What follows belongs to an exercise in optimizing a design on an open flow for small area, a short achievable clock period and few clock cycles per item; a production flow would make more cautious choices. Where RTL was checked, it was by simulation tests only, not by an equivalence proof against the original. Power and IR drop assume default switching activity.

==> inputs of v17 <==
## motor_speed_pid
module motor_speed_pid (
  input  logic                                  clk,
  input  logic                                  rst_n,
  input  logic                                  in_valid,
  output logic                                  in_stall,
  input  logic signed [msp_pkg::SPEED_BITS-1:0] in_speed_command,
  input  logic [msp_pkg::SPEED_BITS-1:0]        in_measured_speed,
  input  logic                                  in_restart,
  output logic                                  out_valid,
  input  logic                                  out_stall,
  output logic                                  out_direction,
  output logic [msp_pkg::DUTY_W-1:0]            out_duty,
  input  logic                                  psel,
  input  logic                                  penable,
  input  logic                                  pwrite,
  input  logic [3:0]                            paddr,
  input  logic [31:0]                           pwdata,
  output logic [31:0]                           prdata,
  output logic                                  pready
);
clock: 9.0 ns
lec_check: 0
abc_area: 1
abc_clock_period_in_ps: 4500
cap_margin: 20
core_margin: 2
core_utilization: 40
setup_slack_margin: 4.5
slew_margin: 20
run.sh (not shown) runs the stock make flow with config.mk's settings and CLKGATE_MAP_FILE= SYNTH_SCRIPT=/design/flow/synth_recipe.tcl, a recipe that flattens the netlist after the stock synthesis.
==> inputs of v8, as changes to v17 <==
--- a/flow/config.mk
+++ b/flow/config.mk
@@ -6,5 +6,4 @@
 export NUM_CORES = 4
 export LEC_CHECK = 0
-export ABC_AREA = 1
 export ABC_CLOCK_PERIOD_IN_PS = 4500
 export CAP_MARGIN = 20
==> notes <==
- Against v8, the power of v17 is higher by about 70%.
- Of v8 and v17, v17 has the higher hold slack (gap 0.0065 ns).
- Cell count: v8 is higher than v17 (about 27%).
- Against v17, the synthesized cell count of v8 is higher by 36%.
- Between v17 and v8, the lower design area is in v17 (gap 16%, measured against v8).
- Routed wire length: v8 is higher than v17 (about 32%).
- In v8 the sequential share of layout area is lower than in v17, by 1.8 points.
- Between v17 and v8, the lower maximum frequency is in v8 (gap 13%, measured against v8).
- Between v8 and v17, the lower first-iteration DRC count is in v17 (gap about 60%, measured against v17).
- Clock skew: v17 is higher than v8 (0.0046 ns).
- In v17 the worst setup slack is higher than in v8, by 0.80 ns.
==> figures <==
| item | v8 | v17 |
|---|---|---|
| Run status | finished clean | finished clean |
| Switching power share of the total | 0.4871 | 0.5140 |
| Period minus WS final | 6.830 ns | 6.029 ns |
| Count of cells resized by post-cts repair | 736 | 659 |
| Critical Path Source | kp_r[4]$_SDFFE_PN0P_ | kp_r[3]$_SDFFE_PN0P_ |
| Largest net degree at the start of global routing | 76 | 52 |
| Placed cell area | 38860 µm² | 32700 µm² |
| Site row count | 111 | 100 |
| Share of the yosys chip area belonging to registers | 0.1244 | 0.1522 |
| Layout inverter count without the clock tree | 431 | 629 |
| Uppermost routed layer | met5 | met4 |
| Worst R2R Start | kp_r[4]$_SDFFE_PN0P_ | kp_r[3]$_SDFFE_PN0P_ |
| XOR/XNOR share of the synthesized area | 0.04189 | 0.1473 |
| Max-slew headroom | 0.2918 | 0.4010 |
| Number of placed instances with taps included | 6045 | 4718 |
| P_int | 0.003503 W | 0.005528 W |
| Fraction of area in multi-input gates | 0.6714 | 0.6496 |
| Utilization after layout | 0.5038 | 0.5194 |
| Number of vias in the routed layout | 38809 | 28620 |
| Global-route wire length before repair | 207100 µm | 160000 µm |
| Clock share of power | 0.110 | 0.066 |
| Syn_area_per_cell | 7.150 µm² | 7.936 µm² |
| Critical path's slowest cell | sky130_fd_sc_hd__fa_2 | sky130_fd_sc_hd__fa_1 |
Function was not checked in any run of this note: the RTL went through the layout flow alone.


==> inputs of run B <==
Another version of the RTL of motor_speed_pid (not shown whole).
==> module msp_fa, before the edit <==
module msp_fa (
  input  logic a,
  input  logic b,
  input  logic c,
  output logic s,
  output logic co
);
  assign s  = a ^ b ^ c;
  assign co = (a & b) | (c & (a ^ b));
endmodule
==> module msp_ha, before the edit <==
module msp_ha (
  input  logic a,
  input  logic b,
  output logic s,
  output logic co
);
  assign s  = a ^ b;
  assign co = a & b;
endmodule
==> module motor_speed_pid, before the edit <==
module motor_speed_pid (
  input  logic                                  clk,
  input  logic                                  rst_n,
  input  logic                                  in_valid,
  output logic                                  in_stall,
  input  logic signed [msp_pkg::SPEED_BITS-1:0] in_speed_command,
  input  logic [msp_pkg::SPEED_BITS-1:0]        in_measured_speed,
  input  logic                                  in_restart,
  output logic                                  out_valid,
  input  logic                                  out_stall,
  output logic                                  out_direction,
  output logic [msp_pkg::DUTY_W-1:0]            out_duty,
  input  logic                                  psel,
  input  logic                                  penable,
  input  logic                                  pwrite,
  input  logic [3:0]                            paddr,
  input  logic [31:0]                           pwdata,
  output logic [31:0]                           prdata,
  output logic                                  pready
);
  logic [15:0] kp_r, ki_r, kd_r;
  logic        cfg_wr;
  logic        cfg_clear;
  logic [1:0]  cfg_idx;
  logic [15:0] rd_gain;
  assign pready    = 1'b1;
  assign cfg_wr    = psel && penable && pwrite;
  assign cfg_idx   = paddr[3:2];
  assign cfg_clear = cfg_wr && (cfg_idx != 2'd3);
  always_ff @(posedge clk) begin
    if (!rst_n) begin
      kp_r <= '0;
      ki_r <= '0;
      kd_r <= '0;
    end else if (cfg_wr) begin
      case (cfg_idx)
        2'd0:    kp_r <= pwdata[15:0];
        2'd1:    ki_r <= pwdata[15:0];
        2'd2:    kd_r <= pwdata[15:0];
        default: ;
      endcase
    end
  end
  always_comb begin
    case (cfg_idx)
      2'd0:    rd_gain = kp_r;
      2'd1:    rd_gain = ki_r;
      2'd2:    rd_gain = kd_r;
      default: rd_gain = '0;
    endcase
    prdata = {{16{rd_gain[15]}}, rd_gain};
  end
  logic hold;        
  logic take;        
  logic v1_r, v2_r, v3_r;
  assign hold     = v3_r && out_stall;
  assign in_stall = hold;
  assign take     = in_valid && !hold;
  always_ff @(posedge clk) begin
    if (!rst_n) begin
      v1_r <= 1'b0;
      v2_r <= 1'b0;
      v3_r <= 1'b0;
    end else if (!hold) begin
      v1_r <= take;
      v2_r <= v1_r;
      v3_r <= v2_r;
    end
  end
  logic [15:0] prev_speed_r;
  logic [16:0] err_in, nds_in;
  logic [16:0] err1_r, nds1_r;
  logic        dir1_r, rs1_r;
  msp_front u_front (
    .speed_command  (in_speed_command),
    .measured_speed (in_measured_speed),
    .prev_speed     (prev_speed_r),
    .error          (err_in),
    .nspeed_change  (nds_in)
  );
  always_ff @(posedge clk) begin
    if (!rst_n || cfg_clear) begin
      prev_speed_r <= '0;
    end else if (take) begin
      prev_speed_r <= in_restart ? '0 : in_measured_speed;
    end
  end
  always_ff @(posedge clk) begin
    if (!hold) begin
      err1_r <= err_in;
      nds1_r <= nds_in;
      dir1_r <= ~in_speed_command[15];
      rs1_r  <= in_restart;
    end
  end
  logic [33:0] t_a, t_b;
  logic [16:0] i_lo;
  logic [2:0]  i_p17;
  logic        i_big, i_sgn;
  logic [33:0] ta2_r, tb2_r;
  logic [16:0] pl2_r;
  logic [2:0]  p17_2_r;
  logic        big2_r, sgn2_r;
  logic        dir2_r, rs2_r;
  msp_mul_t u_mul_t (
    .e  (err1_r),
    .nd (nds1_r),
    .kp (kp_r),
    .kd (kd_r),
    .ta (t_a),
    .tb (t_b)
  );
  msp_mul_i u_mul_i (
    .e  (err1_r),
    .ki  (ki_r),
    .pl  (i_lo),
    .pt  (i_p17),
    .big (i_big),
    .sgn (i_sgn)
  );
  always_ff @(posedge clk) begin
    if (!hold) begin
      ta2_r  <= t_a;
      tb2_r  <= t_b;
      pl2_r  <= i_lo;
      p17_2_r <= i_p17;
      big2_r <= i_big;
      sgn2_r <= i_sgn;
      dir2_r <= dir1_r;
      rs2_r  <= rs1_r;
    end
  end
  logic [15:0] integ_r;
  logic        fits;
  logic [17:0] isum;
  logic        lo_cl, hi_cl;
  logic [15:0] integ_nxt;
  logic [33:0] t_sum;
  logic [16:0] acc_lo;
  logic        hi_neg, hi_m1, hi_zero;
  logic        acc_neg, acc_big;
  logic [7:0]  duty_nxt;
  logic        dir3_r;
  logic [7:0]  duty3_r;
  always_comb begin
    fits  = !big2_r && ((^p17_2_r) == sgn2_r) && (pl2_r[16] == sgn2_r);
    isum  = {2'b00, integ_r} + {pl2_r[16], pl2_r[16:0]};
    lo_cl = fits ? isum[17] : sgn2_r;
    hi_cl = fits ? (!isum[17] && (isum[16] || (isum[15:8] == 8'hff && isum[7:0] != '0)))
                 : !sgn2_r;
    if (lo_cl) begin
      integ_nxt = '0;
    end else if (hi_cl) begin
      integ_nxt = msp_pkg::SUM_MAX;
    end else begin
      integ_nxt = isum[15:0];
    end
    t_sum   = ta2_r + tb2_r;
    hi_neg  = t_sum[33];
    hi_m1   = (t_sum[33:16] == '1);
    hi_zero = (t_sum[33:16] == '0);
    acc_lo  = {1'b0, t_sum[15:0]} + {1'b0, integ_nxt};
    acc_neg = hi_neg && !(hi_m1 && acc_lo[16]);
    acc_big = (!hi_neg && !hi_zero) || (hi_zero && acc_lo[16]);
    if (acc_neg) begin
      duty_nxt = '0;
    end else if (acc_big) begin
      duty_nxt = 8'hff;
    end else begin
      duty_nxt = acc_lo[15:8];
    end
  end
  always_ff @(posedge clk) begin
    if (!rst_n || cfg_clear) begin
      integ_r <= '0;
    end else if (v2_r && !hold) begin
      integ_r <= rs2_r ? '0 : integ_nxt;
    end
  end
  always_ff @(posedge clk) begin
    if (!hold) begin
      dir3_r  <= rs2_r ? 1'b1 : dir2_r;
      duty3_r <= rs2_r ? 8'd0 : duty_nxt;
    end
  end
  assign out_valid     = v3_r;
  assign out_direction = dir3_r;
  assign out_duty      = duty3_r;
endmodule
clock: 9.0 ns
lec_check: 0
abc_area: 1
cap_margin: 20
core_margin: 2
core_utilization: 70
cts_buf_list: sky130_fd_sc_hd__clkbuf_8
cts_cluster_diameter: 60
cts_cluster_size: 15
setup_slack_margin: 4.5
slew_margin: 20
tns_end_percent: 0
standard.sh (not shown) runs the stock make flow with config.mk's settings and CLKGATE_MAP_FILE= SYNTH_SCRIPT=/design/flow/synth_recipe.tcl, a recipe that flattens the netlist after the stock synthesis.
==> flow/flow/run.sh <==
#!/bin/bash
# Layout: the standard flow (standard.sh, unchanged synthesis and steps), with plain
# sky130_fd_sc_hd__buf_2 cells as the input and output port buffers in place of the cell
# buffer_ports picks by default. Every port still gets its own buffer.
set -euo pipefail
export BUFFER_PORTS_ARGS="-buffer_cell sky130_fd_sc_hd__buf_2"
bash standard.sh > standard_flow.log 2>&1
==> run D (differences from run B) <==
--- a/flow/design.v
+++ b/flow/design.v
@@ -27,25 +27,6 @@
   assign nspeed_change = {1'b0, prev_speed} - {1'b0, measured_speed};
 endmodule
 `timescale 1ns / 1ps
-module msp_fa (
-  input  logic a,
-  input  logic b,
-  input  logic c,
-  output logic s,
-  output logic co
-);
-  assign s  = a ^ b ^ c;
-  assign co = (a & b) | (c & (a ^ b));
-endmodule
-module msp_ha (
-  input  logic a,
-  input  logic b,
-  output logic s,
-  output logic co
-);
-  assign s  = a ^ b;
-  assign co = a & b;
-endmodule
 `timescale 1ns / 1ps
 module msp_mul_t (
   input  logic [16:0] e,
@@ -2460,21 +2441,21 @@
     endcase
     prdata = {{16{rd_gain[15]}}, rd_gain};
   end
-  logic hold;        
-  logic take;        
-  logic v1_r, v2_r, v3_r;
-  assign hold     = v3_r && out_stall;
-  assign in_stall = hold;
-  assign take     = in_valid && !hold;
+  logic       take;        
+  logic       xfer;        
+  logic       v1_r, v2_r;
+  logic [1:0] count_r;
+  assign in_stall = (count_r == 2'd3) && !xfer;
+  assign take     = in_valid && !in_stall;
   always_ff @(posedge clk) begin
     if (!rst_n) begin
-      v1_r <= 1'b0;
-      v2_r <= 1'b0;
-      v3_r <= 1'b0;
-    end else if (!hold) begin
-      v1_r <= take;
-      v2_r <= v1_r;
-      v3_r <= v2_r;
+      v1_r    <= 1'b0;
+      v2_r    <= 1'b0;
+      count_r <= '0;
+    end else begin
+      v1_r    <= take;
+      v2_r    <= v1_r;
+      count_r <= count_r + 2'(take) - 2'(xfer);
     end
   end
   logic [15:0] prev_speed_r;
@@ -2496,7 +2477,7 @@
     end
   end
   always_ff @(posedge clk) begin
-    if (!hold) begin
+    begin
       err1_r <= err_in;
       nds1_r <= nds_in;
       dir1_r <= ~in_speed_command[15];
@@ -2529,7 +2510,7 @@
     .sgn (i_sgn)
   );
   always_ff @(posedge clk) begin
-    if (!hold) begin
+    begin
       ta2_r  <= t_a;
       tb2_r  <= t_b;
       pl2_r  <= i_lo;
@@ -2550,8 +2531,6 @@
   logic        hi_neg, hi_m1, hi_zero;
   logic        acc_neg, acc_big;
   logic [7:0]  duty_nxt;
-  logic        dir3_r;
-  logic [7:0]  duty3_r;
   always_comb begin
     fits  = !big2_r && ((^p17_2_r) == sgn2_r) && (pl2_r[16] == sgn2_r);
     isum  = {2'b00, integ_r} + {pl2_r[16], pl2_r[16:0]};
@@ -2583,17 +2562,40 @@
   always_ff @(posedge clk) begin
     if (!rst_n || cfg_clear) begin
       integ_r <= '0;
-    end else if (v2_r && !hold) begin
+    end else if (v2_r) begin
       integ_r <= rs2_r ? '0 : integ_nxt;
     end
   end
+  logic       res_dir;
+  logic [7:0] res_duty;
+  logic [2:0] q_v_r;
+  logic       q_dir_r [3];
+  logic [7:0] q_duty_r [3];
+  logic [2:0] left;        
+  assign res_dir  = rs2_r ? 1'b1 : dir2_r;
+  assign res_duty = rs2_r ? 8'd0 : duty_nxt;
+  assign xfer     = q_v_r[0] && !out_stall;
+  assign left     = xfer ? {1'b0, q_v_r[2:1]} : q_v_r;
   always_ff @(posedge clk) begin
-    if (!hold) begin
-      dir3_r  <= rs2_r ? 1'b1 : dir2_r;
-      duty3_r <= rs2_r ? 8'd0 : duty_nxt;
+    if (!rst_n) begin
+      q_v_r <= '0;
+    end else begin
+      q_v_r <= left | ({3{v2_r}} & ~left & {left[1:0], 1'b1});
+    end
+  end
+  always_ff @(posedge clk) begin
+    for (int i = 0; i < 2; i++) begin
+      if (xfer || !q_v_r[i]) begin
+        q_dir_r[i]  <= (xfer && q_v_r[i+1]) ? q_dir_r[i+1] : res_dir;
+        q_duty_r[i] <= (xfer && q_v_r[i+1]) ? q_duty_r[i+1] : res_duty;
+      end
+    end
+    if (xfer || !q_v_r[2]) begin
+      q_dir_r[2]  <= res_dir;
+      q_duty_r[2] <= res_duty;
     end
   end
-  assign out_valid     = v3_r;
-  assign out_direction = dir3_r;
-  assign out_duty      = duty3_r;
+  assign out_valid     = q_v_r[0];
+  assign out_direction = q_dir_r[0];
+  assign out_duty      = q_duty_r[0];
 endmodule
==> run Z (differences from run B) <==
--- a/flow/design.v
+++ b/flow/design.v
@@ -2460,21 +2460,21 @@
     endcase
     prdata = {{16{rd_gain[15]}}, rd_gain};
   end
-  logic hold;        
-  logic take;        
-  logic v1_r, v2_r, v3_r;
-  assign hold     = v3_r && out_stall;
-  assign in_stall = hold;
-  assign take     = in_valid && !hold;
+  logic       take;        
+  logic       xfer;        
+  logic       v1_r, v2_r;
+  logic [1:0] count_r;
+  assign in_stall = (count_r == 2'd3) && !xfer;
+  assign take     = in_valid && !in_stall;
   always_ff @(posedge clk) begin
     if (!rst_n) begin
-      v1_r <= 1'b0;
-      v2_r <= 1'b0;
-      v3_r <= 1'b0;
-    end else if (!hold) begin
-      v1_r <= take;
-      v2_r <= v1_r;
-      v3_r <= v2_r;
+      v1_r    <= 1'b0;
+      v2_r    <= 1'b0;
+      count_r <= '0;
+    end else begin
+      v1_r    <= take;
+      v2_r    <= v1_r;
+      count_r <= count_r + 2'(take) - 2'(xfer);
     end
   end
   logic [15:0] prev_speed_r;
@@ -2496,7 +2496,7 @@
     end
   end
   always_ff @(posedge clk) begin
-    if (!hold) begin
+    begin
       err1_r <= err_in;
       nds1_r <= nds_in;
       dir1_r <= ~in_speed_command[15];
@@ -2529,7 +2529,7 @@
     .sgn (i_sgn)
   );
   always_ff @(posedge clk) begin
-    if (!hold) begin
+    begin
       ta2_r  <= t_a;
       tb2_r  <= t_b;
       pl2_r  <= i_lo;
@@ -2550,8 +2550,6 @@
   logic        hi_neg, hi_m1, hi_zero;
   logic        acc_neg, acc_big;
   logic [7:0]  duty_nxt;
-  logic        dir3_r;
-  logic [7:0]  duty3_r;
   always_comb begin
     fits  = !big2_r && ((^p17_2_r) == sgn2_r) && (pl2_r[16] == sgn2_r);
     isum  = {2'b00, integ_r} + {pl2_r[16], pl2_r[16:0]};
@@ -2583,17 +2581,40 @@
   always_ff @(posedge clk) begin
     if (!rst_n || cfg_clear) begin
       integ_r <= '0;
-    end else if (v2_r && !hold) begin
+    end else if (v2_r) begin
       integ_r <= rs2_r ? '0 : integ_nxt;
     end
   end
+  logic       res_dir;
+  logic [7:0] res_duty;
+  logic [2:0] q_v_r;
+  logic       q_dir_r [3];
+  logic [7:0] q_duty_r [3];
+  logic [2:0] left;        
+  assign res_dir  = rs2_r ? 1'b1 : dir2_r;
+  assign res_duty = rs2_r ? 8'd0 : duty_nxt;
+  assign xfer     = q_v_r[0] && !out_stall;
+  assign left     = xfer ? {1'b0, q_v_r[2:1]} : q_v_r;
   always_ff @(posedge clk) begin
-    if (!hold) begin
-      dir3_r  <= rs2_r ? 1'b1 : dir2_r;
-      duty3_r <= rs2_r ? 8'd0 : duty_nxt;
+    if (!rst_n) begin
+      q_v_r <= '0;
+    end else begin
+      q_v_r <= left | ({3{v2_r}} & ~left & {left[1:0], 1'b1});
+    end
+  end
+  always_ff @(posedge clk) begin
+    for (int i = 0; i < 2; i++) begin
+      if (xfer || !q_v_r[i]) begin
+        q_dir_r[i]  <= (xfer && q_v_r[i+1]) ? q_dir_r[i+1] : res_dir;
+        q_duty_r[i] <= (xfer && q_v_r[i+1]) ? q_duty_r[i+1] : res_duty;
+      end
+    end
+    if (xfer || !q_v_r[2]) begin
+      q_dir_r[2]  <= res_dir;
+      q_duty_r[2] <= res_duty;
     end
   end
-  assign out_valid     = v3_r;
-  assign out_direction = dir3_r;
-  assign out_duty      = duty3_r;
+  assign out_valid     = q_v_r[0];
+  assign out_direction = q_dir_r[0];
+  assign out_duty      = q_duty_r[0];
 endmodule
==> notes <==
- In run D the flip-flop and latch count is higher than in run B, by 22.
- Maximum frequency: run Z > run B > run D.
- Area after synthesis: run B > run D > run Z.
- Sequential share of layout area, highest first: run B, run D, run Z.
- The lowest cell area belongs to run D, the highest to run B.
- In run Z the first-iteration DRC count is higher than in run B, by 5.2%.
- The lowest combinational power belongs to run D, the highest to run B.
- Synthesized cell count, lowest first: run B, run Z, run D.
- Die area: run Z < run D < run B.
- Via count: run Z > run B > run D.
==> figures <==
quantity                                                                          run B                 run Z               run D
Status                                                         timing/DRC/antenna clean  timing/DRC/antenna clean  timing/DRC/antenna clean
Worst Path Arrival                                                              2.91 ns               5.15 ns             5.21 ns
Startpoint kind of the worst setup timing path                            primary input              register            register
Ant diodes                                                                            4                     8                   1
Count of flip-flops with a built-in enable after synthesis                          135                    27                  27
Comb_multi_in                                                                      2562                  2596                2607
Max_slew headroom                                                                 28.6%                 29.8%               30.6%
Number of clock sinks                                                               218                   240                 240
Worst r2r src                                                      kd_r[7]$_SDFFE_PN0P_  kd_r[3]$_SDFFE_PN0P_  err1_r[11]$_DFF_P_
Type of the worst setup path                                                  in -> out            reg -> reg          reg -> reg
Total clock network power                                                    0.000762 W            0.000836 W          0.000745 W
Die outline height                                                               207 um                205 um              205 um
Critical path's slowest cell                                                   o221ai_2                  fa_1          clkinvlp_2
Reg-to-reg endpoint                                                 tb2_r[21]$_DFFE_PN_     tb2_r[21]$_DFF_P_  p17_2_r[0]$_DFF_P_
Post-DP HPWL                                                                   66200 um              66300 um            66900 um
Critical path startpoint                                                       paddr[2]  kd_r[3]$_SDFFE_PN0P_  err1_r[11]$_DFF_P_
Overall via count from detail_route                                               26874                 27019               26648
Critical Path Most Common Cell                                                        -                  fa_1                fa_1
Layout cell share with drive strength beyond 1                                    12.1%                 11.8%               9.24%
Number of cells on the worst reg-to-reg path                                         14                    15                  13
Fraction of post-synthesis cell area in the top cell type by area                 19.4%                 19.8%               19.8%
Testbench counts of run B, summed over its fixed seeds: cycles 16,024, items 16,000.
Testbench counts of run D, summed over its fixed seeds: cycles 16,024, items 16,000.
Testbench counts of run Z, summed over its fixed seeds: cycles 16,024, items 16,000.

re-timing with driven ports:
How much do the figures lean on ideal ports? The routed layouts below were timed once more, with nothing changed but the port constraints. Step 1 assumes that a clkbuf_16 drives the clock port and a buf_2 every other input. Step 2 also shifts input and output timing later by t, the mid clock arrival at the registers, as if the neighbouring blocks saw the same clock. Three values: no drivers, after step 1, after step 2; two values: the first two.
| run | t, ns | setup slack, ns | worst hold slack (ns) |
|---|---|---|---|
| v17 | 0.561 | 2.971 / 2.971 / 2.971 | 0.433 / 0.433 / 0.433 |
| v8 | 0.562 | 2.170 / 2.170 / 2.170 | 0.426 / 0.426 / 0.426 |
| run B | 0.686 | 4.290 / 4.250 / 3.997 | 0.424 / 0.424 / 0.424 |
| run D | 0.663 | 4.255 / 4.229 / 4.100 | 0.330 / 0.330 / 0.330 |
| run Z | 0.689 | 4.339 / 4.339 / 4.168 | 0.365 / 0.365 / 0.365 |
After both steps setup and hold are still met in every run listed. For run B, which loses most, drivers alone change the setup slack by -0.040 ns; drivers and shift together by -0.293 ns.
